This design comes from an exercise in tuning for small area on the open sky130 flow, not from production work.
Where RTL was checked, it was by simulation tests only, not by an equivalence proof against the original.
No functional check of the RTL was part of runs 2, 4 and 5.
Power figures rest on the tool's default switching activity, not on a simulated workload.

## design/flow/run.sh

```bash
#!/bin/bash
# synth_recipe.tcl (not shown) runs the flow's synth.tcl, then flattens the netlist and writes it again
# the make line also repeats each setting of config.mk as NAME=value (left out here)
make -C /OpenROAD-flow-scripts/flow DESIGN_CONFIG=/design/flow/config.mk WORK_HOME=/design/flow/orfs CLKGATE_MAP_FILE= SYNTH_SCRIPT=/design/flow/synth_recipe.tcl finish
```

## design/flow/config.mk

```make
export PLATFORM = sky130hd
export DESIGN_NAME = npcTop
export DESIGN_NICKNAME = npcTop
export VERILOG_FILES = /design/flow/design.v
export SDC_FILE = /design/flow/constraint.sdc
export NUM_CORES = 4
export LEC_CHECK = 0
export CAP_MARGIN = 20
export CORE_MARGIN = 2
export CORE_UTILIZATION = 40
export SETUP_SLACK_MARGIN = 0.3
export SLEW_MARGIN = 20
```

## design/flow/constraint.sdc

```tcl
create_clock -name core_clock -period 9.0 [get_ports {clk}]
set_input_delay 1.8000 -clock core_clock [delete_from_list [all_inputs] [get_ports {clk}]]
set_output_delay 1.8000 -clock core_clock [all_outputs]
set_load 0.01 [all_outputs]
```

## design/flow/design.v

```verilog
package npcPkg;
    typedef logic [31:0] wordT;
    typedef logic [4:0] regAddrT;
    typedef logic [11:0] immT;
    typedef enum logic [1:0] {
        instAddi,
        instJalr,
        instEbreak,
        instIllegal
    } instTypeE;
    typedef enum logic [1:0] {
        coreReset,
        coreRun,
        coreHalt
    } coreStateE;
    typedef enum logic [1:0] {
        haltNone,
        haltEbreak,
        haltIllegal
    } haltCauseE;
    typedef struct packed {
        instTypeE kind;
        regAddrT  rs1;
        regAddrT  rd;
        wordT     imm;
        logic     regWen;
    } decodeT;
    typedef struct packed {
        logic    valid;
        wordT    pc;
        wordT    inst;
        logic    wen;
        regAddrT rd;
        wordT    wdata;
    } commitT;
endpackage
`timescale 1ns/100ps
module npcPc
#(
    parameter logic [31:0] resetPc = 32'h8000_0000
) (
    input  logic clk,
    input  logic arstN,
    input  logic pcStep,
    input  logic pcLoad,
    input  npcPkg::wordT jumpTarget,
    output npcPkg::wordT pc
);
    npcPkg::wordT pcNext;
    npcPkg::wordT pcSeq;
    assign pcSeq = pc + 32'd4;
    always_comb begin
        pcNext = pc;
        if (pcLoad) begin
            pcNext = jumpTarget;
        end else if (pcStep) begin
            pcNext = pcSeq;
        end
    end
    always_ff @(posedge clk or negedge arstN) begin
        if (!arstN) begin
            pc <= resetPc;
        end else begin
            pc <= pcNext;
        end
    end
endmodule
`timescale 1ns/100ps
module npcDecoder
(
    input  npcPkg::wordT   inst,
    output npcPkg::decodeT dec
);
    localparam logic [6:0] opAluImm = 7'b0010011;
    localparam logic [6:0] opJalr   = 7'b1100111;
    localparam logic [2:0] f3Zero   = 3'b000;
    localparam npcPkg::wordT       ebreakWord = 32'h0010_0073;
    logic [6:0] opcode;
    logic [2:0] funct3;
    npcPkg::regAddrT    rs1;
    npcPkg::regAddrT    rd;
    npcPkg::immT        immRaw;
    npcPkg::wordT       immExt;
    assign opcode = inst[6:0];
    assign rd     = inst[11:7];
    assign funct3 = inst[14:12];
    assign rs1    = inst[19:15];
    assign immRaw = inst[31:20];
    assign immExt = {{20{immRaw[11]}}, immRaw};
    npcPkg::instTypeE kind;
    always_comb begin
        kind = npcPkg::instIllegal;
        if (inst == ebreakWord) begin
            kind = npcPkg::instEbreak;
        end else if (opcode == opAluImm && funct3 == f3Zero) begin
            kind = npcPkg::instAddi;
        end else if (opcode == opJalr && funct3 == f3Zero) begin
            kind = npcPkg::instJalr;
        end
    end
    always_comb begin
        dec.kind   = kind;
        dec.rs1    = rs1;
        dec.rd     = rd;
        dec.imm    = immExt;
        dec.regWen = (kind == npcPkg::instAddi) || (kind == npcPkg::instJalr);
    end
endmodule
`timescale 1ns/100ps
module npcRegFile
(
    input  logic    clk,
    input  logic    arstN,
    input  logic    wen,
    input  npcPkg::regAddrT waddr,
    input  npcPkg::wordT    wdata,
    input  npcPkg::regAddrT raddr,
    output npcPkg::wordT    rdata
);
    npcPkg::wordT regs [1:31];
    always_ff @(posedge clk or negedge arstN) begin
        if (!arstN) begin
            for (int i = 1; i < 32; i++) begin
                regs[i] <= '0;
            end
        end else begin
            if (wen && waddr != 5'd0) begin
                regs[waddr] <= wdata;
            end
        end
    end
    always_comb begin
        if (raddr == 5'd0) begin
            rdata = '0;
        end else begin
            rdata = regs[raddr];
        end
    end
endmodule
`timescale 1ns/100ps
module npcExecute
(
    input  npcPkg::wordT pc,
    input  npcPkg::wordT rs1Value,
    input  npcPkg::wordT imm,
    output npcPkg::wordT aluResult,
    output npcPkg::wordT jumpTarget,
    output npcPkg::wordT linkValue
);
    npcPkg::wordT jumpSum;
    assign aluResult = rs1Value + imm;
    assign jumpSum = rs1Value + imm;
    assign jumpTarget = {jumpSum[31:1], 1'b0};
    assign linkValue = pc + 32'd4;
endmodule
`timescale 1ns/100ps
module npcControl
(
    input  logic      clk,
    input  logic      arstN,
    input  npcPkg::decodeT    dec,
    output logic      regWrite,
    output logic      pcStep,
    output logic      pcLoad,
    output logic      retire,
    output npcPkg::coreStateE state,
    output npcPkg::haltCauseE haltCause
);
    npcPkg::coreStateE stateNext;
    npcPkg::haltCauseE causeNext;
    logic      running;
    logic      stopInst;
    assign running  = (state == npcPkg::coreRun);
    assign stopInst = (dec.kind == npcPkg::instEbreak) || (dec.kind == npcPkg::instIllegal);
    assign retire   = running;
    assign regWrite = running && dec.regWen;
    assign pcStep   = running && (dec.kind == npcPkg::instAddi);
    assign pcLoad   = running && (dec.kind == npcPkg::instJalr);
    always_comb begin
        stateNext = state;
        causeNext = haltCause;
        case (state)
            npcPkg::coreReset: stateNext = npcPkg::coreRun;
            npcPkg::coreRun: begin
                if (stopInst) begin
                    stateNext = npcPkg::coreHalt;
                    causeNext = (dec.kind == npcPkg::instEbreak) ? npcPkg::haltEbreak : npcPkg::haltIllegal;
                end
            end
            npcPkg::coreHalt: stateNext = npcPkg::coreHalt;
            default:  stateNext = npcPkg::coreReset;
        endcase
    end
    always_ff @(posedge clk or negedge arstN) begin
        if (!arstN) begin
            state     <= npcPkg::coreReset;
            haltCause <= npcPkg::haltNone;
        end else begin
            state     <= stateNext;
            haltCause <= causeNext;
        end
    end
endmodule
`timescale 1ns/100ps
module npcCore
#(
    parameter logic [31:0] resetPc = 32'h8000_0000
) (
    input  logic      clk,
    input  logic      arstN,
    output npcPkg::wordT      instAddr,
    input  npcPkg::wordT      instData,
    output npcPkg::commitT    commit,
    output npcPkg::coreStateE state,
    output npcPkg::haltCauseE haltCause
);
    npcPkg::wordT   pc;
    npcPkg::decodeT dec;
    npcPkg::wordT   rs1Value;
    npcPkg::wordT   aluResult;
    npcPkg::wordT   jumpTarget;
    npcPkg::wordT   linkValue;
    npcPkg::wordT   wbData;
    logic   regWrite;
    logic   pcStep;
    logic   pcLoad;
    logic   retire;
    assign instAddr = pc;
    npcPc #(
        .resetPc(resetPc)
    ) pc0 (
        .clk       (clk),
        .arstN     (arstN),
        .pcStep    (pcStep),
        .pcLoad    (pcLoad),
        .jumpTarget(jumpTarget),
        .pc        (pc)
    );
    npcDecoder decoder0 (
        .inst(instData),
        .dec (dec)
    );
    assign wbData = (dec.kind == npcPkg::instJalr) ? linkValue : aluResult;
    npcRegFile regFile0 (
        .clk  (clk),
        .arstN(arstN),
        .wen  (regWrite),
        .waddr(dec.rd),
        .wdata(wbData),
        .raddr(dec.rs1),
        .rdata(rs1Value)
    );
    npcExecute execute0 (
        .pc        (pc),
        .rs1Value  (rs1Value),
        .imm       (dec.imm),
        .aluResult (aluResult),
        .jumpTarget(jumpTarget),
        .linkValue (linkValue)
    );
    npcControl control0 (
        .clk      (clk),
        .arstN    (arstN),
        .dec      (dec),
        .regWrite (regWrite),
        .pcStep   (pcStep),
        .pcLoad   (pcLoad),
        .retire   (retire),
        .state    (state),
        .haltCause(haltCause)
    );
    always_comb begin
        commit.valid = retire;
        commit.pc    = pc;
        commit.inst  = instData;
        commit.wen   = regWrite;
        commit.rd    = dec.rd;
        commit.wdata = wbData;
    end
endmodule
`timescale 1ns/100ps
module npcTop
(
    input  logic        clk,
    input  logic        arstN,
    output logic [31:0] instAddr,
    input  logic [31:0] instData,
    output logic        commitValid,
    output logic [31:0] commitPc,
    output logic [31:0] commitInst,
    output logic        commitWen,
    output logic [4:0]  commitRd,
    output logic [31:0] commitWdata,
    output logic [1:0]  state,
    output logic [1:0]  haltCause
);
    npcPkg::commitT    commit;
    npcPkg::coreStateE coreState;
    npcPkg::haltCauseE coreCause;
    npcCore #(
        .resetPc(32'h8000_0000)
    ) core0 (
        .clk      (clk),
        .arstN    (arstN),
        .instAddr (instAddr),
        .instData (instData),
        .commit   (commit),
        .state    (coreState),
        .haltCause(coreCause)
    );
    assign commitValid = commit.valid;
    assign commitPc    = commit.pc;
    assign commitInst  = commit.inst;
    assign commitWen   = commit.wen;
    assign commitRd    = commit.rd;
    assign commitWdata = commit.wdata;
    assign state       = coreState;
    assign haltCause   = coreCause;
endmodule
```

==> results of run 1 <==
## cell families (layout without fill, tap and decap cells)
group,count (synthesis),after routing
other,1,4
buffers and inverters,582,851
XOR/XNOR,51,51
flip-flops,1027,1027
AND/OR/NAND/NOR,1728,1728
AO/OA/AOI/OAI,1690,1690
multiplexers,65,65
adder cells (fa/ha/maj),35,35
## registers in the layout, summed over array words and instances, names as in the netlist
signal / flops
core0.control0.haltCause: 2
core0.control0.state: 2
core0.pc0.pc: 31
core0.regFile0.regs: 992
## report_power, final
group,internal [mW],switching [mW]
sequential,4.63,0.0120
clock,2.77,2.04
combinational,0.273,0.576
total,7.67,2.63
## per-layer routing
metal  vias to the layer above  global-route usage, %
met3                       789                   10.8
met1                     22000                   45.8
met4                         6                   17.5
met2                      3116                   51.1
met5                         -                      0
li1                      18700                      -
## layout by cell type, fill, tap and decap left out, types with 15 or more instances in the layout
cell             count
nand3_2             16
a211oi_1            20
mux2i_1             25
a222oi_1            33
nor3_1              45
ha_1                31
clkinv_2            22
inv_1               49
a22o_1              93
xor2_1              20
a21oi_1            220
nand2_2             20
xnor2_1             27
nor3_2              18
clkdlybuf4s50_1    153
a221oi_2            19
nor2_4              34
o22ai_1             65
nor2_1             384
or4_1               19
nand3_1             83
dfrtp_1           1026
a21oi_2             15
clkbuf_16          108
a221oi_1            77
nand4_1            102
a22oi_1            236
clkbuf_1            15
and3_1              41
buf_12              79
o21ai_0            818
nand2_1            868
mux2_2              35
clkbuf_8            30
buf_4              348
## worst max-delay path by stage
| stage | end | slack, ns | cells past startpoint |
|---|---|---|---|
| after CTS | commitWdata[18] | 0.15 | 23 |
| after global placement | commitWdata[28] | -0.52 | 20 |
| after floorplan | commitWdata[29] | 1.12 | 20 |
| after global routing | commitWdata[19] | 0.11 | 25 |
| final | commitWdata[29] | 0.24 | 27 |
| after detailed placement | commitWdata[28] | -0.44 | 20 |
## layout make-up
cell class              instances  area (um^2)
diodes                          2         5.00
clock buffers                 152         3150
clock inverters                47          663
fillers                     11000        60000
inverters                      50          188
multi-input cells            3571        20500
flip-flops and latches       1027        25700
well taps                    1536         1920
repair buffers                602         5970
## worst min-delay path, stage by stage (launching register included)
cell,delay (ns)
dfrtp_1,0.34
nand2_1,0.04
o21ai_0,0.06
## what timing repair did
| item | 4_1_cts | 5_1_grt |
|---|---|---|
| pin swaps | 18 | 44 |
| buffers inserted | 12 | 9 |
| hold endpoints to repair | 0 | 0 |
| cloned | 0 | 1 |
| setup endpoints to repair | 26 | 25 |
| gates resized for setup | 49 | 85 |
## metrics by stage
step	area, um^2	setup slack, ns
floorplan	47600	1.12
global placement	53500	-0.522
detailed placement	53500	-0.441
CTS	57600	0.152
global route	58000	0.112
finish	58000	0.242
==> impl_metrics.yaml, run 1 <==
global_route:
  grt_max_degree: 186
  antenna_found_initial: 13
  grt_overflow_total: 0
  grt_pass1_wl_um: 306000
  grt.total_usage_pct: 34.6
  grt_pass1_vias: 42100
placement:
  hpwl_um: 132000
  globalplace.congestion: 0.954
  dp.cells: 6764
  io_buffer_count: 170
min_path:
  hp-start: "core0.regFile0.regs[1][0]"
  hold_path_end: "core0.regFile0.regs[1][0]"
  min_path_cells: 2
  hp-class: "reg -> reg"
yosys:
  synth_seq_cells: 1027
  synth.area.top_cells: "dfrtp_1 (54%), o21ai_0 (8.7%), nand2_1 (7.0%), a22oi_1 (3.7%), nor2_1 (3.3%)"
  synth.most_common_cell: "dfrtp_1"
  syn_inst: 5179
  synth_top_area_cell: "dfrtp_1"
  avgSynthCellArea_um2: 9.19
  synth_top_flop_cell: "dfrtp_1"
  synthAdderAreaFrac_pct: 0.936
  synth_edf_count: 0
  synth-compound-area-share_pct: 21.7
  synth_cell_types: 79
  synth_top_family_by_area: "compound AO/OA/AOI/OAI gates"
  ys_seq_area_share_pct: 54.0
  syn_area_um2: 47600
  synth-xor-area-share_pct: 0.939
  yosysTopAreaCellShare_pct: 54.0
  synthMuxAreaShare_pct: 1.46
  synth-async-reset-ratio_pct: 100
  netlist_top_cells_count: "dfrtp_1 (1026), nand2_1 (890), o21ai_0 (825), nor2_1 (420), clkbuf_1 (395)"
  yosysWarnings: 6
  synth-simple-area-share_pct: 15.6
timing:
  setup-violations-final: 0
  max_freq_mhz: 114
  setup_tns_ns: 0
  rsz0062_at_grt: "true"
  final.period_utilization_pct: 97.3
  hold_violations: 0
  slew_violations: 0
  skew_ns: 0.0521
  slew_headroom_pct: 21.8
  min_period_ns: 8.76
  fin_worst_hold_slack_ns: 0.477
  worst_pin_slew_ns: 1.17
worst_setup_path:
  r2r_slack_ns: 4.35
  reg2reg_from: "core0.regFile0.regs[6][11]"
  startpoint: "instData[16]"
  cpMostUsedCell: "buf_4"
  critPathCaptureType: "primary output"
  cp_max_fo: 9
  worstReg2RegEnd: "core0.regFile0.regs[4][29]"
  required_ns: 7.20
  path_class: "in -> out"
  r2r_cells: 20
  cpLargestDelayFamily: "buffers and inverters"
  critPathMaxStageDelay_ns: 0.48
  critPathSlowestCell: "clkdlybuf4s50_1"
  worstSetupStartpointType: "primary input"
  path_buf_inv: 14
  crit_arrival_ns: 6.96
drt:
  initialDrtViolationCount: 6890
  top_layer_used: "met5"
  routed_wl_um: 214000
  drtAntennaViolNets: 0
  wl_per_cell_um: 30.6
  wirelength_met1_um: 80700
  drtPass1Iterations: 8
  wl_met2_um: 90300
  viasPerCell: 6.37
  wl_met3_um: 29000
  drc: 0
  vias: 44500
clock_tree:
  htreeDepth: 3
  cts_tree: "yes"
  hold_buffers: 0
  clockBufferDepth: 3
  cts_inserted_buffers: 107
  cts.clk_slew.worst_paths_ns: 0.06
  clock_latency_ns: 0.75
  root_buffer: "clkbuf_16"
  cts_num_sinks: 1027
cells_and_area:
  fin_util_pct: 49.2
  area_delta_synth_final_pct: 22.0
  final_cell_count_no_fill: 6987
  layout-drive-gt1-share_pct: 15.9
  nets: 5428
die:
  placementRows: 126
  start_util_pct: 40.3
  die_h_um: 349
  die_w_um: 349
  die_area_um2: 122000
  core_um2: 118000
  io_pins: 173
outcome:
  status: "no timing/DRC/antenna violations"
flow_run:
  maxCapViolations: 0
pwr:
  power.total_mw: 10.3
  p_leak_nw: 25.9
  power_density_nw_per_um2: 177
  ir_drop_mv: 0.171
==> inputs of run 2 (changes only) <==
==> design/flow/design.v (replaced) <==
package npcPkg;
    typedef logic [31:0] wordT;
    typedef logic [4:0] regAddrT;
    typedef logic [11:0] immT;
    typedef enum logic [1:0] {
        instAddi,
        instJalr,
        instEbreak,
        instIllegal
    } instTypeE;
    typedef enum logic [1:0] {
        coreReset,
        coreRun,
        coreHalt
    } coreStateE;
    typedef enum logic [1:0] {
        haltNone,
        haltEbreak,
        haltIllegal
    } haltCauseE;
    typedef struct packed {
        instTypeE kind;
        regAddrT  rs1;
        regAddrT  rd;
        wordT     imm;
        logic     regWen;
    } decodeT;
    typedef struct packed {
        logic    valid;
        wordT    pc;
        wordT    inst;
        logic    wen;
        regAddrT rd;
        wordT    wdata;
    } commitT;
endpackage
`timescale 1ns/100ps
module npcRegRow
(
    input  logic        clk,
    input  logic        we,
    input  logic        keep,
    input  logic [31:0] wd,
    output logic [31:0] q
);
    always_ff @(posedge clk) begin
        q <= (q & {32{keep}}) | (wd & {32{we}});
    end
endmodule
`timescale 1ns/100ps
module npcTop
(
    input  logic        clk,
    input  logic        arstN,
    output logic [31:0] instAddr,
    input  logic [31:0] instData,
    output logic        commitValid,
    output logic [31:0] commitPc,
    output logic [31:0] commitInst,
    output logic        commitWen,
    output logic [4:0]  commitRd,
    output logic [31:0] commitWdata,
    output logic [1:0]  state,
    output logic [1:0]  haltCause
);
    logic [4:0]  rd, rs1;
    logic [31:0] imm;
    logic        isAddi, isJalr, isEbreak;
    assign rd       = instData[11:7];
    assign rs1      = instData[19:15];
    assign imm      = {{20{instData[31]}}, instData[31:20]};
    assign isAddi   = (instData[6:0] == 7'b0010011) && (instData[14:12] == 3'b000);
    assign isJalr   = (instData[6:0] == 7'b1100111) && (instData[14:12] == 3'b000);
    assign isEbreak = (instData == 32'h0010_0073);
    logic running;
    logic regWrite;
    assign running  = (state == 2'd1);
    assign regWrite = running && (isAddi || isJalr);
    always_ff @(posedge clk or negedge arstN) begin
        if (!arstN) begin
            state     <= 2'd0;
            haltCause <= 2'd0;
        end else begin
            case (state)
                2'd0: state <= 2'd1;
                2'd1: if (!(isAddi || isJalr)) begin
                    state     <= 2'd2;
                    haltCause <= isEbreak ? 2'd1 : 2'd2;
                end
                2'd2: ;
                default: state <= 2'd0;
            endcase
        end
    end
    logic [31:0] regs [1:31];
    logic [31:1] valid;
    logic [31:1] wsel;
    logic [31:1] rsel;
    logic [31:0] rs1Value;
    logic [31:0] wbData;
    always_comb begin
        rs1Value = '0;
        for (int i = 1; i < 32; i++) begin
            wsel[i] = regWrite && (rd == i[4:0]);
            rsel[i] = valid[i] && (rs1 == i[4:0]);
            rs1Value = rs1Value | (regs[i] & {32{rsel[i]}});
        end
    end
    for (genvar i = 1; i < 32; i++) begin : g_reg
        npcRegRow row (
            .clk (clk),
            .we  (wsel[i]),
            .keep(~wsel[i]),
            .wd  (wbData),
            .q   (regs[i])
        );
    end
    always_ff @(posedge clk or negedge arstN) begin
        if (!arstN) begin
            valid <= '0;
        end else begin
            valid <= valid | wsel;
        end
    end
    logic [31:1] pcHi;
    logic [31:0] pc;
    logic [31:0] sum;
    logic [31:0] pcPlus4;
    assign pc      = {pcHi, 1'b0};
    assign sum     = rs1Value + imm;
    assign pcPlus4 = pc + 32'd4;
    assign wbData  = isJalr ? pcPlus4 : sum;
    always_ff @(posedge clk or negedge arstN) begin
        if (!arstN) begin
            pcHi <= 31'h4000_0000;
        end else if (running) begin
            if (isJalr)      pcHi <= sum[31:1];
            else if (isAddi) pcHi <= pcPlus4[31:1];
        end
    end
    assign instAddr    = pc;
    assign commitValid = running;
    assign commitPc    = pc;
    assign commitInst  = instData;
    assign commitWen   = regWrite;
    assign commitRd    = rd;
    assign commitWdata = wbData;
endmodule
--- a/design/flow/config.mk
+++ b/design/flow/config.mk
@@ -7,6 +7,8 @@
 export LEC_CHECK = 0
 export CAP_MARGIN = 20
 export CORE_MARGIN = 2
-export CORE_UTILIZATION = 40
+export CORE_UTILIZATION = 65
 export SETUP_SLACK_MARGIN = 0.3
 export SLEW_MARGIN = 20
+export SYNTH_HIERARCHICAL = 1
+export SYNTH_MINIMUM_KEEP_SIZE = 0
==> run 2 against run 1 <==
  * Clock power down 9.8%
  * Synthesized area is 11% lower
  * Still clean on timing, DRC and antenna
  * Via count is 8.9% lower
  * Sequential cell count grew 31
  * Hold slack worse by 0.010 ns
  * Clock skew is 0.018 ns lower
  * Final cell count down 29%
  * Setup slack gained 0.10 ns
  * Die area decreased by 45%
  * Utilization is 28 points higher
==> impl_metrics.yaml, run 2 <==
cells_and_area:
  layout-drive-gt1-share_pct: 20.0
  layout_common_cells: "a22o_1 (1019), dfxtp_1 (992), buf_4 (353)"
  top_regs: "g.row.q x992, pcHi x31, valid x31"
  area_delta_synth_final_pct: 17.4
  regMostFlops: "g.row.q"
  largest_reg_flops: 992
  nets: 4130
  fill_cells: 4265
  final_common_cell: "a22o_1"
  multi_input_area_um2: 18400
  seqCellArea_um2: 21500
drt:
  drtAntennaViolNets: 0
  drtPass1Iterations: 12
  routed_wl_um: 194000
  viasPerCell: 8.12
  drc: 0
  vias: 40600
  wl_per_cell_um: 38.9
  initialDrtViolationCount: 8552
yosys:
  synth_cell_types: 74
  synth-compound-area-share_pct: 32.6
  synth_edf_count: 0
  yosysTopAreaCellShare_pct: 46.8
  avgSynthCellArea_um2: 11.2
  synth-xor-area-share_pct: 1.22
  synth_top_area_cell: "dfxtp_1"
  synth_top_family_by_area: "compound AO/OA/AOI/OAI gates"
  ys_seq_area_share_pct: 50.7
  synth-async-reset-ratio_pct: 6.24
  synth.area.top_cells: "dfxtp_1 (47%), a22o_1 (21%), buf_6 (5.0%), a22oi_1 (4.8%), dfrtp_1 (3.8%)"
  syn_area_um2: 42400
  syn_inst: 3784
  synth.most_common_cell: "a22o_1"
  yosysWarnings: 9
  synthMuxAreaShare_pct: 0.0944
  netlist_top_cells_count: "a22o_1 (1019), dfxtp_1 (992), a22oi_1 (272), buf_6 (187), clkbuf_1 (126)"
  synth_seq_cells: 1058
  synth_top_flop_cell: "dfxtp_1"
  synth-simple-area-share_pct: 6.37
  synthAdderAreaFrac_pct: 1.05
die:
  placementRows: 93
  start_util_pct: 65.8
  die_area_um2: 67300
  io_pins: 173
  core_um2: 64500
  die_w_um: 259
  die_h_um: 259
placement:
  globalplace.congestion: 0.963
  io_buffer_count: 170
  hpwl_um: 116000
  pre_cts_ws_ns: -0.559
timing:
  worst_pin_slew_ns: 1.33
  setup_tns_ns: 0
  final.period_utilization_pct: 96.1
  rsz0062_at_grt: "false"
  max_freq_mhz: 116
  setup_ws_ns: 0.347
  hold_violations: 0
  slew_headroom_pct: 10.9
  setup-violations-final: 0
  fin_worst_hold_slack_ns: 0.466
  slew_violations: 0
  skew_ns: 0.0346
  min_period_ns: 8.65
worst_setup_path:
  crit_arrival_ns: 6.85
  cpLargestDelayFamily: "simple AND/OR/NAND/NOR gates"
  required_ns: 7.20
  crit_chain: "dlygate4sd2_1 > nor2b_2 > and3_4 > buf_6 > buf_12 > buf_4 > a22oi_1 > nand4_1 > or4_4 > ha_4 > and4_1 > a221o_1 > o2111ai_2 > buf_6 > buf_4 > a31oi_1 > a21o_1 > a21oi_2 > xor2_2 > mux2i_4 > buf_12 > dlygate4sd2_1"
  critPathSlowestCell: "or4_4"
  critPathMaxStageDelay_ns: 0.71
  r2r_cells: 21
  path_depth: 22
  worstSetupStartpointType: "primary input"
  critPathCaptureType: "primary output"
  cp_max_fo: 10
  path_class: "in -> out"
  path_buf_inv: 8
pwr:
  switching_share_pct: 22.7
  clkPwrFrac_pct: 46.4
  ir_drop_mv: 0.181
  p_leak_nw: 20.3
  seqPwrFrac_pct: 50.2
  combPwrFrac_pct: 3.4
  power_density_nw_per_um2: 188
  p_int_mw: 7.24
  p_sw_mw: 2.13
clock_tree:
  cts_inserted_buffers: 102
  cts_tree: "yes"
  hold_buffers: 0
  clockBufferDepth: 3
  htreeDepth: 3
  cts.clk_slew.worst_paths_ns: 0.06
  root_buffer: "clkbuf_16"
  clock_latency_ns: 0.71
  cts_num_sinks: 1058
global_route:
  grt_pass1_wl_um: 272000
  grt_pass1_vias: 38700
  grt.total_usage_pct: 55.9
  grt_max_degree: 67
  antenna_found_initial: 7
  grt_overflow_total: 0
flow_run:
  maxCapViolations: 0
outcome:
  status: "no timing/DRC/antenna violations"
min_path:
  hp-class: "reg -> reg"
  min_path_cells: 1
-- run 2: cell count changes after synthesis, moves of 49 or more --
cell / delta
a21oi_1: -171
buf_6: +187
a22o_1: +925
o21ai_0: -757
nor2_1: -370
dfrtp_1: -961
dfxtp_1: +992
nand4_1: -64
nor3_1: -54
a22o_2: +62
o22ai_1: -61
buf_2: -49
clkbuf_1: -269
nand2_1: -769
-- run 2: through the flow --
step / power, mW / instances / cell area (um^2) / util (%)
floorplan: 4.93 / 3785 / 42400 / -
global placement: 5.10 / 4791 / 45700 / 70.9
detailed placement: 5.10 / 4791 / 45700 / 70.9
CTS: 9.27 / 4985 / 49600 / 76.9
global route: 9.49 / 4990 / 49800 / 77.3
finish: 9.37 / 4995 / 49800 / 77.3
-- run 2: power by group through the flow --
stage                     Sequential, mW  Clock (mW)  Combinational (mW)
after floorplan                     4.81           0               0.120
after global placement              4.81           0               0.290
after detailed placement            4.81           0               0.294
after CTS                           4.71        4.26               0.302
after global routing                4.70        4.46               0.329
final                               4.71        4.34               0.317
-- run 2: logic make-up (layout without fill, tap and decap cells) --
group	count (synthesis)	after routing
buffers and inverters	454	804
AO/OA/AOI/OAI	1667	1667
adder cells (fa/ha/maj)	35	35
other	1	7
AND/OR/NAND/NOR	506	506
flip-flops	1058	1058
XOR/XNOR	59	59
multiplexers	4	4
-- run 2: final timing paths --
| path | startpoint | to | slack [ns] |
|---|---|---|---|
| max in group asynchronous | arstN | pcHi[24] | 7.00 |
| max reg2reg | valid[20] | g_reg[15].row.q[30] | 3.72 |
| min reg2reg | valid[28] | valid[28] | 0.47 |
| max | instData[19] | commitWdata[30] | 0.35 |
| min | valid[28] | valid[28] | 0.47 |
| min in group asynchronous | arstN | valid[19] | 1.26 |
-- run 2: Yosys stat by module, one instance, submodules excluded --
module     times used  cells inside
npcTop              1          1614
npcRegRow          31            70
-- run 2: per-layer routing --
metal / vias to the layer above / track usage [%] / wire, um / part of all wire [%]
met3: 1412 / 30.0 / 36300 / 19
met5: - / 0 / 138 / 0.071
met4: 12 / 40.3 / 18600 / 9.6
li1: 15400 / - / - / -
met1: 19200 / 65.8 / 63500 / 33
met2: 4479 / 77.0 / 75900 / 39
-- run 2: layout make-up --
class | instances | area share, %
antenna | 5 | 0.0251
clock buffer | 147 | 5.85
clock inverter | 31 | 0.756
inverter | 51 | 0.389
multi-input combinational | 2273 | 37.0
sequential | 1058 | 43.2
tap | 855 | 2.15
timing repair buffer | 575 | 10.7
-- run 2: what timing repair did --
item / CTS / global route
endpoints found under the setup margin: 19 / 19
pin swaps: 24 / 25
setup buffers: 16 / 5
cloned: 0 / 0
resized for setup: 104 / 49
==> inputs of run 3 (changes only) <==
--- a/design/flow/design.v
+++ b/design/flow/design.v
@@ -72,26 +72,26 @@
     assign isAddi   = (instData[6:0] == 7'b0010011) && (instData[14:12] == 3'b000);
     assign isJalr   = (instData[6:0] == 7'b1100111) && (instData[14:12] == 3'b000);
     assign isEbreak = (instData == 32'h0010_0073);
+    logic halted, low;
     logic running;
     logic regWrite;
-    assign running  = (state == 2'd1);
+    assign running  = !halted && low;
     assign regWrite = running && (isAddi || isJalr);
     always_ff @(posedge clk or negedge arstN) begin
         if (!arstN) begin
-            state     <= 2'd0;
-            haltCause <= 2'd0;
-        end else begin
-            case (state)
-                2'd0: state <= 2'd1;
-                2'd1: if (!(isAddi || isJalr)) begin
-                    state     <= 2'd2;
-                    haltCause <= isEbreak ? 2'd1 : 2'd2;
-                end
-                2'd2: ;
-                default: state <= 2'd0;
-            endcase
+            halted <= 1'b0;
+            low    <= 1'b0;
+        end else if (!halted) begin
+            if (!low) begin
+                low <= 1'b1;
+            end else if (!(isAddi || isJalr)) begin
+                halted <= 1'b1;
+                low    <= !isEbreak;
+            end
         end
     end
+    assign state     = {halted, running};
+    assign haltCause = {halted && low, halted && !low};
     logic [31:0] regs [1:31];
     logic [31:1] valid;
     logic [31:1] wsel;
==> design/flow/flow/run.sh (new file) <==
#!/bin/bash
# The standard layout, with smaller port buffers and a clock tree of
# smaller buffers and no dummy loads. Each tool's log stays under orfs/logs.
set -euo pipefail
export BUFFER_PORTS_ARGS="-buffer_cell sky130_fd_sc_hd__buf_2"
export CTS_ARGS="-sink_clustering_enable -repair_clock_nets -dont_use_dummy_load -buf_list {sky130_fd_sc_hd__clkbuf_4 sky130_fd_sc_hd__clkbuf_8 sky130_fd_sc_hd__clkbuf_16} -sink_clustering_size 24 -sink_clustering_max_diameter 60"
bash standard.sh > standard.log 2>&1
==> design/flow/standard.sh (new file) <==
#!/bin/bash
# synth_recipe.tcl (not shown) runs the flow's synth.tcl, then flattens the netlist and writes it again
# the make line also repeats each setting of config.mk as NAME=value (left out here)
make -C /OpenROAD-flow-scripts/flow DESIGN_CONFIG=/design/flow/config.mk WORK_HOME=/design/flow/orfs CLKGATE_MAP_FILE= SYNTH_SCRIPT=/design/flow/synth_recipe.tcl "${@:-finish}"
--- a/design/flow/config.mk
+++ b/design/flow/config.mk
@@ -8,7 +8,7 @@
 export CAP_MARGIN = 20
 export CORE_MARGIN = 2
 export CORE_UTILIZATION = 65
-export SETUP_SLACK_MARGIN = 0.3
+export SETUP_SLACK_MARGIN = 0.1
 export SLEW_MARGIN = 20
 export SYNTH_HIERARCHICAL = 1
 export SYNTH_MINIMUM_KEEP_SIZE = 0
removed: design/flow/run.sh
==> run 3 against run 2 <==
  * Global-route usage shrank 2.4 points
  * Combinational power decreased by about 30%
  * Total power down 19%
  * Count of clock-buffer cells in the layout fell by 89
  * Hold slack worse by 0.0032 ns
  * Sequential cell count down 2
  * First-iteration DRC count decreased by 10%
  * Clock skew grew 0.055 ns
  * Routed wire length is 4.2% lower
  * Sequential share of layout area increased by 5.4 points
  * Cell area down 11%
  * Largest cell class unchanged
==> impl_metrics.yaml, run 3 <==
cells_and_area:
  final_common_cell: "a22o_1"
  area_delta_synth_final_pct: 4.51
  fill_cells: 4862
  top_regs: "g.row.q x992, pcHi x31, valid x31"
  regMostFlops: "g.row.q"
  seqCellArea_um2: 21500
  multi_input_area_um2: 17800
  nets: 3826
  layout_common_cells: "a22o_1 (1017), dfxtp_1 (992), a22oi_1 (282)"
  stdcell_area_um2: 44200
  largest_reg_flops: 992
  layout-drive-gt1-share_pct: 16.2
  fin_util_pct: 68.6
clock_tree:
  cts_inserted_buffers: 58
  clockBufferDepth: 3
  root_buffer: "clkbuf_16"
  cts_resized: 1
  hold_buffers: 0
  cts_setup_buffers: 0
  cts_num_sinks: 1056
  cts_tree: "yes"
  clock_latency_ns: 0.69
  htreeDepth: 2
  cts.clk_slew.worst_paths_ns: 0.06
drt:
  wl_per_cell_um: 40.3
  vias: 38200
  routed_wl_um: 186000
  drtAntennaViolNets: 0
  drc: 0
  viasPerCell: 8.27
  drtPass1Iterations: 8
  initialDrtViolationCount: 7668
timing:
  min_period_ns: 8.85
  skew_ns: 0.0893
  final.period_utilization_pct: 98.4
  rsz0062_at_grt: "true"
  slew_headroom_pct: 8.85
  worst_pin_slew_ns: 1.37
  slew_violations: 0
  setup_tns_ns: 0
  setup-violations-final: 0
  max_freq_mhz: 113
  hold_violations: 0
worst_setup_path:
  crit_arrival_ns: 7.05
  critPathSlowestCell: "or4_1"
  critPathCaptureType: "primary output"
  cpMostUsedCell: "buf_4"
  path_class: "in -> out"
  crit_chain: "buf_2 > nor2b_1 > and3_2 > buf_4 > a22o_1 > a221oi_1 > nand3_1 > or4_1 > ha_1 > o21ai_0 > a211oi_1 > o21ai_1 > a2111oi_0 > buf_4 > o21ai_1 > a21oi_1 > a31oi_1 > xor2_1 > o21ai_2 > buf_4 > buf_2"
  required_ns: 7.20
  critPathMaxStageDelay_ns: 0.79
  worstSetupStartpointType: "primary input"
  r2r_slack_ns: 3.38
  cp_max_fo: 13
placement:
  io_buffer_count: 170
  hpwl_um: 107000
  postPlaceCellArea_um2: 42600
  globalplace.congestion: 0.977
yosys:
  synth-compound-area-share_pct: 32.9
  synth-xor-area-share_pct: 1.16
  yosysTopAreaCellShare_pct: 47.0
  synth_top_flop_cell: "dfxtp_1"
  synth-simple-area-share_pct: 6.10
  synth_edf_count: 0
  syn_area_um2: 42200
  synth_top_area_cell: "dfxtp_1"
  synth-async-reset-ratio_pct: 6.06
  netlist_top_cells_count: "a22o_1 (1017), dfxtp_1 (992), a22oi_1 (282), buf_6 (186), clkbuf_1 (132)"
  synth_seq_cells: 1056
  ys_seq_area_share_pct: 50.8
  avgSynthCellArea_um2: 11.2
  syn_inst: 3759
  synth.most_common_cell: "a22o_1"
  synthAdderAreaFrac_pct: 1.05
  synth.area.top_cells: "dfxtp_1 (47%), a22o_1 (21%), a22oi_1 (5.0%), buf_6 (5.0%), dfrtp_1 (3.7%)"
  synth_cell_types: 70
  synthMuxAreaShare_pct: 0.0474
  synth_top_family_by_area: "compound AO/OA/AOI/OAI gates"
  yosysWarnings: 9
die:
  placementRows: 93
  die_w_um: 259
  start_util_pct: 65.7
  core_um2: 64300
  die_h_um: 259
  die_area_um2: 67100
  io_pins: 173
global_route:
  grt.total_usage_pct: 53.5
  grt_max_degree: 43
  grt_overflow_total: 0
  antenna_found_initial: 13
  grt_pass1_wl_um: 258000
  grt_pass1_vias: 35900
flow_run:
  maxCapViolations: 0
min_path:
  hp-class: "reg -> reg"
pwr:
  p_leak_nw: 18.1
  ir_drop_mv: 0.174
  power_density_nw_per_um2: 171
outcome:
  status: "no timing/DRC/antenna violations"
-- run 3: logic make-up after synthesis --
kind of cell / count (synthesis)
muxes: 2
AOI/OAI and AO/OA: 1670
xor gates and xnor gates: 56
adders and majority gates: 35
and+or+nand+nor: 488
other: 1
DFF: 1056
buffers and inverters: 451
-- run 3: worst paths after layout --
path,to,cells after the start,startpoint
hold / removal,valid[23],1,valid[23]
setup / recovery,commitWdata[30],21,instData[15]
hold reg to reg,valid[23],1,valid[23]
min in group asynchronous,pcHi[25],1,arstN
max in group asynchronous,valid[30],2,arstN
setup reg to reg,g_reg[11].row.q[30],20,valid[1]
-- run 3: area by class of cell --
cell class	count	area share, %
Tap cell	855	2.42
Clock buffer	58	3.29
Antenna cell	10	0.0567
Multi-Input combinational cell	2253	40.2
Timing Repair Buffer	344	5.03
Sequential cell	1056	48.6
Inverter	44	0.388
-- run 3: worst max-delay path: cells and delay by family --
family                   cells  cell delay [ns]
AO/OA/AOI/OAI               10             2.00
XOR/XNOR                     1             0.17
adder cells (fa/ha/maj)      1             0.47
buffers and inverters        5             1.01
AND/OR/NAND/NOR              4             1.55
-- run 3: report_power, final --
group	switching, mW	internal [mW]	total [mW]
Combinational	0.169	0.0527	0.222
Clock	1.53	1.14	2.67
Sequential	0.000193	4.67	4.67
-- run 3: stage by stage --
stage	std cells	total power, mW	worst slack, ns	hold slack, ns
2_1_floorplan	3760	4.89	0.154	0.425
6_report	4620	7.56	0.146	0.463
5_1_grt	4611	7.70	0.00836	0.474
3_3_place_gp	4549	4.99	-0.269	0.443
3_5_place_dp	4550	4.99	-0.126	0.444
4_1_cts	4608	7.51	0.188	0.463
-- run 3: per-module statistics from Yosys (local to each module, per instance) --
| module | flops+latches | area (um^2) |
|---|---|---|
| npcTop | 64 | 11500 |
| npcRegRow | 32 | 991 |
-- run 3: metal layers --
layer,global-route usage [%],share of wire (%),vias to the layer above
met2,74.6,39,4103
met3,24.6,18,1264
met1,64.8,33,18200
met4,38.8,9.5,14
li1,-,-,14700
met5,0,0.060,-
==> inputs of run 4 (changes only) <==
--- a/design/flow/design.v
+++ b/design/flow/design.v
@@ -47,6 +47,63 @@
         q <= (q & {32{keep}}) | (wd & {32{we}});
     end
 endmodule
+module npcAoi222
+(
+    input  logic a0, b0, a1, b1, a2, b2,
+    output logic y
+);
+    assign y = ~((a0 & b0) | (a1 & b1) | (a2 & b2));
+endmodule
+module npcNand2
+(
+    input  logic a, b,
+    output logic y
+);
+    assign y = ~(a & b);
+endmodule
+module npcNand3
+(
+    input  logic a, b, c,
+    output logic y
+);
+    assign y = ~(a & b & c);
+endmodule
+module npcNand4
+(
+    input  logic a, b, c, d,
+    output logic y
+);
+    assign y = ~(a & b & c & d);
+endmodule
+module npcOr3
+(
+    input  logic a, b, c,
+    output logic y
+);
+    assign y = a | b | c;
+endmodule
+module npcReadBit
+(
+    input  logic [30:0] q,
+    input  logic [30:0] sel,
+    output logic        y
+);
+    logic [10:0] t;
+    logic [2:0]  n;
+    for (genvar g = 0; g < 10; g++) begin : g_aoi
+        npcAoi222 aoi (
+            .a0(q[3*g]),   .b0(sel[3*g]),
+            .a1(q[3*g+1]), .b1(sel[3*g+1]),
+            .a2(q[3*g+2]), .b2(sel[3*g+2]),
+            .y (t[g])
+        );
+    end
+    npcNand2 last (.a(q[30]), .b(sel[30]), .y(t[10]));
+    npcNand4 n0 (.a(t[0]), .b(t[1]), .c(t[2]), .d(t[3]), .y(n[0]));
+    npcNand4 n1 (.a(t[4]), .b(t[5]), .c(t[6]), .d(t[7]), .y(n[1]));
+    npcNand3 n2 (.a(t[8]), .b(t[9]), .c(t[10]), .y(n[2]));
+    npcOr3   o  (.a(n[0]), .b(n[1]), .c(n[2]), .y(y));
+endmodule
 `timescale 1ns/100ps
 module npcTop
 (
@@ -63,6 +120,16 @@
     output logic [1:0]  state,
     output logic [1:0]  haltCause
 );
+    function automatic logic [18:0] prefixAnd20(input logic [18:0] x);
+        logic [18:0] p;
+        p = x;
+        for (int k = 0; k < 5; k++) begin
+            for (int i = 0; i < 19; i++) begin
+                if ((i >> k) & 1) p[i] = p[i] & p[((i >> k) << k) - 1];
+            end
+        end
+        prefixAnd20 = p;
+    endfunction
     logic [4:0]  rd, rs1;
     logic [31:0] imm;
     logic        isAddi, isJalr, isEbreak;
@@ -99,12 +166,21 @@
     logic [31:0] rs1Value;
     logic [31:0] wbData;
     always_comb begin
-        rs1Value = '0;
         for (int i = 1; i < 32; i++) begin
             wsel[i] = regWrite && (rd == i[4:0]);
             rsel[i] = valid[i] && (rs1 == i[4:0]);
-            rs1Value = rs1Value | (regs[i] & {32{rsel[i]}});
-        end
+        end
+    end
+    for (genvar b = 0; b < 32; b++) begin : g_rd
+        logic [30:0] qb;
+        for (genvar i = 1; i < 32; i++) begin : g_q
+            assign qb[i-1] = regs[i][b];
+        end
+        npcReadBit rdBit (
+            .q  (qb),
+            .sel(rsel),
+            .y  (rs1Value[b])
+        );
     end
     for (genvar i = 1; i < 32; i++) begin : g_reg
         npcRegRow row (
@@ -115,20 +191,31 @@
             .q   (regs[i])
         );
     end
-    always_ff @(posedge clk or negedge arstN) begin
-        if (!arstN) begin
-            valid <= '0;
-        end else begin
-            valid <= valid | wsel;
-        end
+    always_ff @(posedge clk) begin
+        valid <= {31{arstN}} & (valid | wsel);
     end
     logic [31:1] pcHi;
     logic [31:0] pc;
     logic [31:0] sum;
     logic [31:0] pcPlus4;
     assign pc      = {pcHi, 1'b0};
-    assign sum     = rs1Value + imm;
-    assign pcPlus4 = pc + 32'd4;
+    logic [12:0] sumLo;
+    logic [19:0] hi;
+    logic [19:0] hiOnes, hiZeros;
+    logic        hiInc, hiDec;
+    assign sumLo   = {1'b0, rs1Value[11:0]} + {1'b0, imm[11:0]};
+    assign hi      = rs1Value[31:12];
+    assign hiInc   = sumLo[12] && !imm[11];
+    assign hiDec   = !sumLo[12] && imm[11];
+    assign hiOnes  = {prefixAnd20(hi[18:0]), 1'b1};
+    assign hiZeros = {prefixAnd20(~hi[18:0]), 1'b1};
+    assign sum     = {hi ^ (({20{hiInc}} & hiOnes) | ({20{hiDec}} & hiZeros)), sumLo[11:0]};
+    logic [29:0] pcOnes;
+    always_comb begin
+        pcOnes[0] = 1'b1;
+        for (int i = 1; i < 30; i++) pcOnes[i] = pcOnes[i-1] & pc[i+1];
+    end
+    assign pcPlus4 = {pc[31:2] ^ pcOnes, pc[1:0]};
     assign wbData  = isJalr ? pcPlus4 : sum;
     always_ff @(posedge clk or negedge arstN) begin
         if (!arstN) begin
==> run 4 against run 3 <==
  * Clock skew down 0.029 ns
  * Cell area about the same
  * Utilization up 3.0 points
  * Synthesized cell count down 9.9%
  * Sequential share of layout area down 0.31 points
  * Via count down 9.8%
  * Die area down 4.2%
  * Sequential power about the same
  * Routed wire length down 22%
  * Global-route usage down 9.7 points
  * Fmax down 2.0%
  * The layout now fails its checks (setup timing)
  * Highest routed layer unchanged
==> impl_metrics.yaml, run 4 <==
worst_setup_path:
  worstReg2RegEnd: "g_reg[30].row.q[30]"
  crit_end: "commitWdata[30]"
  r2r_slack_ns: 2.18
  critPathSlowestCell: "or4b_4"
  r2r_cells: 31
  crit_arrival_ns: 7.24
  startpoint: "instData[18]"
  crit_chain: "buf_12 > nor2b_4 > and3_4 > buf_4 > a222oi_1 > nand4_1 > or3_4 > ha_4 > a21oi_4 > o21ai_2 > nor2_2 > a21oi_2 > or2_4 > a21oi_2 > ha_2 > or4b_4 > or4b_4 > nand4bb_4 > mux2i_1 > xor2_1 > mux2_4 > buf_6"
  critPathMaxStageDelay_ns: 0.58
  required_ns: 7.20
  worstSetupStartpointType: "primary input"
  cp_max_fo: 7
  reg2reg_from: "pcHi[2]"
  critPathCaptureType: "primary output"
  path_class: "in -> out"
global_route:
  use_met2_pct: 64.3
  busiest_layer: "met2"
  grt_overflow_total: 0
  grt_max_degree: 65
  grt.total_usage_pct: 43.9
  met3_usage_pct: 10.9
  grt_pass1_wl_um: 212000
  antenna_found_initial: 9
  grt_pass1_vias: 32500
  met1_usage_pct: 58.6
timing:
  setup_ws_ns: -0.0361
  worst_pin_slew_ns: 1.14
  slew_headroom_pct: 24.0
  hold_violations: 0
  max_freq_mhz: 111
  final.period_utilization_pct: 100
  skew_ns: 0.0604
  setup-violations-final: 1
  rsz0062_at_grt: "true"
  slew_violations: 0
  min_period_ns: 9.04
die:
  io_pins: 173
  start_util_pct: 65.7
  placementRows: 91
  core_um2: 61600
  die_h_um: 253
  die_area_um2: 64200
  die_w_um: 253
cells_and_area:
  regMostFlops: "g.row.q"
  layout-drive-gt1-share_pct: 19.8
  largest_reg_flops: 992
  area_delta_synth_final_pct: 9.08
  fin_util_pct: 71.6
  nets: 3716
  final_common_cell: "dfxtp_1"
  top_regs: "g.row.q x992, pcHi x31, valid x31"
  final_cell_count_no_fill: 4482
  layout_common_cells: "dfxtp_1 (1023), a22o_1 (930), a222oi_1 (320)"
pwr:
  p_leak_nw: 17.9
  ir_drop_mv: 0.162
  power.total_mw: 7.51
  power_density_nw_per_um2: 170
clock_tree:
  clockBufferDepth: 3
  htreeDepth: 2
  clock_latency_ns: 0.67
  root_buffer: "clkbuf_16"
  cts.clk_slew.worst_paths_ns: 0.08
  cts_num_sinks: 1056
  cts_tree: "yes"
  cts_inserted_buffers: 56
drt:
  drc: 0
  vias: 34400
  drtAntennaViolNets: 0
  wl_per_cell_um: 32.5
  initialDrtViolationCount: 6439
  routed_wl_um: 146000
  drtPass1Iterations: 13
  viasPerCell: 7.69
yosys:
  synthAdderAreaFrac_pct: 1.35
  synth_top_area_cell: "dfxtp_1"
  synthMuxAreaShare_pct: 0.288
  synth-compound-area-share_pct: 31.9
  synth-async-reset-ratio_pct: 3.13
  syn_area_um2: 40500
  syn_inst: 3387
  synth_top_family_by_area: "compound AO/OA/AOI/OAI gates"
  synth-simple-area-share_pct: 6.01
  synth_edf_count: 0
  synth.most_common_cell: "dfxtp_1"
  netlist_top_cells_count: "dfxtp_1 (1023), a22o_1 (930), a222oi_1 (320), buf_6 (187), nand2_1 (139)"
  synth.area.top_cells: "dfxtp_1 (51%), a22o_1 (20%), a222oi_1 (7.9%), buf_6 (5.2%), dfrtp_1 (2.0%)"
  synth_cell_types: 63
  synth-xor-area-share_pct: 0.628
  yosysTopAreaCellShare_pct: 50.6
  avgSynthCellArea_um2: 11.9
  synth_top_flop_cell: "dfxtp_1"
  synth_seq_cells: 1056
  ys_seq_area_share_pct: 52.7
  yosysWarnings: 9
min_path:
  hp-class: "reg -> reg"
placement:
  hpwl_um: 96000
  io_buffer_count: 170
  globalplace.congestion: 0.982
  dp.cells: 4392
outcome:
  so_faults: "setup timing"
  status: "complete, but fails checks"
flow_run:
  maxCapViolations: 0
## run 4: cell types whose count changed after synthesis, sizes merged, moves of 74 or more
cell    before  now
a22o      1079  992
clkbuf     132   22
a22oi      282    9
nand3      128   54
a222oi      32  320
a221oi      85    0
## run 4: area by class of cell
| class | instances | area (um^2) |
|---|---|---|
| antenna | 8 | 20.0 |
| clock buffer | 56 | 1400 |
| fill | 4458 | 17500 |
| inverter | 41 | 154 |
| multi-input combinational | 2006 | 16800 |
| sequential | 1056 | 21300 |
| tap | 837 | 1050 |
| timing repair buffer | 478 | 3360 |
## run 4: layer usage
metal / share of wire, % / up-vias
li1: - / 14300
met1: 37 / 17000
met2: 42 / 2768
met3: 14 / 441
met4: 6.8 / 6
met5: 0.027 / -
## run 4: kinds of logic (layout without fill, tap and decap cells)
logic type | Yosys count | after routing
AOI/OAI and AO/OA | 1454 | 1454
DFF | 1056 | 1056
and+or+nand+nor | 466 | 467
buffers and inverters | 327 | 575
adders and majority gates | 43 | 43
xor gates and xnor gates | 29 | 29
muxes | 11 | 11
other | 1 | 10
## run 4: how the worst min path moves through the flow
stage               cells after the start   endpoint       from  slack, ns
finish                                  1   valid[3]   valid[3]       0.48
global placement                        1  valid[16]  valid[16]       0.44
global route                            1   valid[3]   valid[3]       0.49
floorplan                               1  valid[14]  valid[14]       0.43
detailed placement                      1   valid[1]   valid[1]       0.45
CTS                                     1   valid[3]   valid[3]       0.47
## run 4: timing repair
action	in CTS	in global routing
endpoints found under the setup margin	12	14
hold buffers	0	0
cloned	1	0
resized for setup	94	41
pin swaps	53	26
setup buffers	21	6
## run 4: critical path: cells and delay by family
kind            cells  cell delay, ns
buf+inv             3            0.39
compound gates      5            0.97
mux                 2            0.44
xor+xnor            1            0.29
simple gates        9            2.87
fa+ha+maj           2            0.46
## run 4: through the flow
stage	setup TNS (ns)	hold WS (ns)	area, um^2	setup WS [ns]
floorplan	-0.344	0.432	40500	-0.344
global placement	-1.10	0.445	42000	-0.213
detailed placement	-1.21	0.451	42000	-0.219
CTS	0	0.474	43900	0.0722
global route	-0.137	0.489	44100	-0.103
finish	-0.0361	0.478	44100	-0.0361
## run 4: power by group
group	internal (mW)	switching [mW]
Sequential	4.67	0.000598
Clock	1.10	1.48
Combinational	0.0674	0.194
## run 4: modules after synthesis (local to each module, per instance), a selection
| module | times used | area, um^2 | flip-flops and latches | cells |
|---|---|---|---|---|
| npcTop | 1 | 5650 | 64 | 737 |
| npcRegRow | 31 | 991 | 32 | 70 |
| npcAoi222 | 320 | 10.0 | 0 | 1 |
| npcNand4 | 64 | 6.26 | 0 | 1 |
| npcOr3 | 32 | 6.26 | 0 | 1 |
| npcNand3 | 32 | 5.00 | 0 | 1 |
| npcNand2 | 32 | 3.75 | 0 | 1 |
==> inputs of run 5 (changes only) <==
--- a/design/flow/design.v
+++ b/design/flow/design.v
@@ -40,11 +40,11 @@
     input  logic        clk,
     input  logic        we,
     input  logic        keep,
-    input  logic [31:0] wd,
+    input  logic [31:0] col,
     output logic [31:0] q
 );
     always_ff @(posedge clk) begin
-        q <= (q & {32{keep}}) | (wd & {32{we}});
+        q <= ~((q | {32{we}}) & ({32{keep}} | col));
     end
 endmodule
 module npcAoi222
@@ -164,6 +164,9 @@
     logic [31:1] wsel;
     logic [31:1] rsel;
     logic [31:0] rs1Value;
+    logic [31:0] rs1Stored;
+    logic        toggle;
+    logic [31:0] wcol;
     logic [31:0] wbData;
     always_comb begin
         for (int i = 1; i < 32; i++) begin
@@ -179,7 +182,7 @@
         npcReadBit rdBit (
             .q  (qb),
             .sel(rsel),
-            .y  (rs1Value[b])
+            .y  (rs1Stored[b])
         );
     end
     for (genvar i = 1; i < 32; i++) begin : g_reg
@@ -187,10 +190,19 @@
             .clk (clk),
             .we  (wsel[i]),
             .keep(~wsel[i]),
-            .wd  (wbData),
+            .col (wcol),
             .q   (regs[i])
         );
     end
+    always_ff @(posedge clk or negedge arstN) begin
+        if (!arstN) begin
+            toggle <= 1'b0;
+        end else begin
+            toggle <= !toggle;
+        end
+    end
+    assign rs1Value = rs1Stored ^ {32{toggle}};
+    assign wcol     = wbData ^ {32{toggle}};
     always_ff @(posedge clk) begin
         valid <= {31{arstN}} & (valid | wsel);
     end
==> design/flow/flow/run.sh (replaced) <==
#!/bin/bash
# The standard layout, with smaller port buffers and a clock tree of
# smaller buffers and no dummy loads. Each tool's log stays under orfs/logs.
set -euo pipefail
export BUFFER_PORTS_ARGS="-buffer_cell sky130_fd_sc_hd__buf_2"
export CTS_ARGS="-sink_clustering_enable -repair_clock_nets -dont_use_dummy_load -buf_list {sky130_fd_sc_hd__clkbuf_4 sky130_fd_sc_hd__clkbuf_8 sky130_fd_sc_hd__clkbuf_16} -sink_clustering_buffer sky130_fd_sc_hd__clkbuf_8 -sink_clustering_size 16 -sink_clustering_max_diameter 60"
bash standard.sh > standard.log 2>&1
==> run 5 against run 4 <==
  * The layout still fails its checks (setup timing)
  * Sequential power about the same
  * Hold slack worse by 0.030 ns
  * Fmax down 1.3%
  * Register-to-register slack worse by 0.87 ns
  * Via count up 4.3%
  * Critical path type unchanged
  * Largest cell class unchanged
  * Largest power group unchanged
==> impl_metrics.yaml, run 5 <==
placement:
  postPlaceCellArea_um2: 40900
  pre_cts_ws_ns: -0.392
  hpwl_um: 91000
  globalplace.congestion: 0.958
  io_buffer_count: 170
yosys:
  synth_edf_count: 0
  synth.area.top_cells: "dfxtp_1 (53%), o22ai_1 (16%), a222oi_1 (8.3%), buf_6 (2.7%), dfrtp_1 (2.1%)"
  synth-simple-area-share_pct: 6.65
  syn_area_um2: 38500
  synth.most_common_cell: "dfxtp_1"
  syn_inst: 3557
  yosysWarnings: 9
  synth-compound-area-share_pct: 27.4
  synth-xor-area-share_pct: 1.98
  avgSynthCellArea_um2: 10.8
  yosysTopAreaCellShare_pct: 53.1
  synthAdderAreaFrac_pct: 1.42
  synth_top_flop_cell: "dfxtp_1"
  synth-async-reset-ratio_pct: 3.22
  synth_top_area_cell: "dfxtp_1"
  netlist_top_cells_count: "dfxtp_1 (1023), o22ai_1 (993), a222oi_1 (320), nand2_1 (135), buf_2 (105)"
  synthMuxAreaShare_pct: 0.935
  ys_seq_area_share_pct: 55.3
  synth_top_family_by_area: "compound AO/OA/AOI/OAI gates"
  synth_seq_cells: 1057
  synth_cell_types: 79
drt:
  drc: 0
  initialDrtViolationCount: 6173
  drtAntennaViolNets: 0
  wl_per_cell_um: 30.8
  drtPass1Iterations: 11
  viasPerCell: 7.71
  vias: 35900
  routed_wl_um: 143000
clock_tree:
  root_buffer: "clkbuf_16"
  hold_buffers: 0
  cts_num_sinks: 1057
  clock_latency_ns: 0.62
  htreeDepth: 3
  cts_inserted_buffers: 79
  cts_tree: "yes"
  cts.clk_slew.worst_paths_ns: 0.08
  clockBufferDepth: 3
global_route:
  grt_pass1_wl_um: 210000
  grt_pass1_vias: 34300
  grt_max_degree: 66
  grt.total_usage_pct: 45.4
  grt_overflow_total: 0
  antenna_found_initial: 6
pwr:
  p_sw_mw: 1.78
  combPwrFrac_pct: 6.3
  power_density_nw_per_um2: 173
  clkPwrFrac_pct: 31.4
  ir_drop_mv: 0.163
  switching_share_pct: 23.7
  p_leak_nw: 17.1
  p_int_mw: 5.73
  seqPwrFrac_pct: 62.3
worst_setup_path:
  path_class: "in -> out"
  worstSetupStartpointType: "primary input"
  startpoint: "instData[17]"
  critPathMaxStageDelay_ns: 0.50
  critPathSlowestCell: "or3_4"
  cpMostUsedCell: "buf_6"
  cp_max_fo: 8
  reg2reg_from: "valid[16]"
  critPathCaptureType: "primary output"
  r2r_slack_ns: 1.31
  crit_arrival_ns: 7.35
  required_ns: 7.20
die:
  placementRows: 89
  io_pins: 173
  core_um2: 58800
  die_h_um: 248
  start_util_pct: 65.6
  die_area_um2: 61300
  die_w_um: 248
cells_and_area:
  nets: 3963
  final_common_cell: "dfxtp_1"
  regMostFlops: "g.row.q"
  area_delta_synth_final_pct: 12.6
  stdcell_area_um2: 43400
  fin_util_pct: 73.8
  top_regs: "g.row.q x992, pcHi x31, valid x31"
  layout_common_cells: "dfxtp_1 (1023), o22ai_1 (993), buf_4 (334)"
  largest_reg_flops: 992
  layout-drive-gt1-share_pct: 20.6
outcome:
  status: "complete, but fails checks"
  so_faults: "setup timing"
min_path:
  hp-class: "reg -> reg"
  hp-start: "g_reg[29].row.q[18]"
timing:
  setup_tns_ns: -0.589
  max_freq_mhz: 109
  slew_violations: 0
  worst_pin_slew_ns: 0.948
  setup_ws_ns: -0.152
  hold_violations: 0
  fin_worst_hold_slack_ns: 0.448
  skew_ns: 0.0580
  min_period_ns: 9.15
  final.period_utilization_pct: 102
  slew_headroom_pct: 36.8
  setup-violations-final: 7
  rsz0062_at_grt: "true"
flow_run:
  maxCapViolations: 0
==> run 5: cell count changes after synthesis, sizes merged, moves of 16 or more <==
cell,before,now
o21ai,39,55
xnor2,15,52
o22ai,2,993
mux2i,6,24
xor2,14,35
nor2,61,92
a22o,992,0
==> run 5: worst paths after layout <==
check / cells past startpoint / to
setup / recovery: 30 / commitWdata[21]
hold / removal: 1 / g_reg[29].row.q[18]
setup reg to reg: 47 / pcHi[21]
hold reg to reg: 1 / g_reg[29].row.q[18]
max in group asynchronous: 2 / pcHi[2]
min in group asynchronous: 2 / pcHi[14]
==> run 5: per-module statistics from Yosys (local to each module, per instance), excerpt <==
module,copies in the design,cells,flip-flops and latches
npcAoi222,320,1,0
npcNand2,32,1,0
npcNand3,32,1,0
npcNand4,64,1,0
npcOr3,32,1,0
npcRegRow,31,70,32
npcTop,1,907,65
==> run 5: power by group through the flow <==
stage	Combinational [mW]	Sequential (mW)	Clock [mW]
after global placement	0.405	4.78	0
after floorplan	0.211	4.78	0
final	0.476	4.68	2.36
after detailed placement	0.413	4.78	0
after global routing	0.489	4.68	2.51
after CTS	0.444	4.68	2.34
==> run 5: through the flow <==
| stage | std cells | power, mW |
|---|---|---|
| global route | 4657 | 7.67 |
| finish | 4660 | 7.51 |
| detailed placement | 4513 | 5.20 |
| CTS | 4642 | 7.46 |
| floorplan | 3558 | 5.00 |
| global placement | 4513 | 5.19 |
==> run 5: critical path, delay by kind of cell <==
family,cells,cell delay (ns)
buffers and inverters,8,1.15
XOR/XNOR,2,0.29
AO/OA/AOI/OAI,7,1.46
AND/OR/NAND/NOR,10,1.92
adder cells (fa/ha/maj),2,0.45
multiplexers,1,0.28
==> run 5: layout make-up <==
cell class,instances,area (um^2)
Clock buffer,79,1190
Tap cell,773,967
Timing Repair Buffer,556,4190
Sequential cell,1057,21300
Inverter,42,158
Antenna cell,3,7.51
Fill cell,4206,15400
Multi-Input combinational cell,2150,15600
==> run 5: layer usage <==
layer | up-vias | wire (um) | GRT usage (%)
li1 | 15100 | - | -
met1 | 17400 | 52300 | 59.5
met2 | 2813 | 59100 | 64.1
met3 | 584 | 20900 | 14.1
met4 | 10 | 11000 | 30.8
met5 | - | 56 | 0
==> run 5: timing repair <==
item | CTS | global route
buffers inserted | 47 | 16
pin swaps | 77 | 46
setup endpoints to repair | 18 | 19
cloned | 3 | 0
resized for setup | 132 | 59
==> run 5: cell families (layout without fill, tap and decap cells) <==
logic type / Yosys count / after routing
adder cells (fa/ha/maj): 43 / 43
AND/OR/NAND/NOR: 498 / 498
buffers and inverters: 351 / 677
multiplexers: 33 / 33
AO/OA/AOI/OAI: 1487 / 1487
other: 1 / 5
flip-flops: 1057 / 1057
XOR/XNOR: 87 / 87

port drivers added, routing unchanged:
No port has a modelled driver above. Below, the same layouts with a new extraction and two added sets of constraints. Step 1 sets driving cells, clkbuf_16 on the clock port and buf_2 on the other inputs (assumed; they add their load-dependent delay and slew). Step 2, shift: input delay + t, output delay - t, t = (earliest + latest rising clock arrival at the registers) / 2. This alone moves slack from input paths to output paths. Three values: ideal ports, drivers, drivers and shift; two values: the first two.
run | shift t [ns] | setup WS [ns] | worst setup path after step 2 | clock arrival spread, ns | slew at the worst register clock pin (ns)
run 1 | 0.810 | 0.242 / 0.212 / 0.212 | input to output | 0.052 / 0.052 | 0.07 / 0.07
run 2 | 0.752 | 0.347 / 0.328 / 0.328 | input to output | 0.035 / 0.035 | 0.07 / 0.07
run 3 | 0.709 | 0.146 / 0.124 / 0.124 | input to output | 0.090 / 0.089 | 0.10 / 0.10
run 4 | 0.706 | -0.036 / -0.085 / -0.085 | input to output | 0.060 / 0.061 | 0.09 / 0.09
run 5 | 0.668 | -0.152 / -0.236 / -0.562 | input to register | 0.058 / 0.058 | 0.10 / 0.10
For run 5, which loses most, drivers alone change the setup slack by -0.084 ns; drivers and shift together by -0.410 ns.
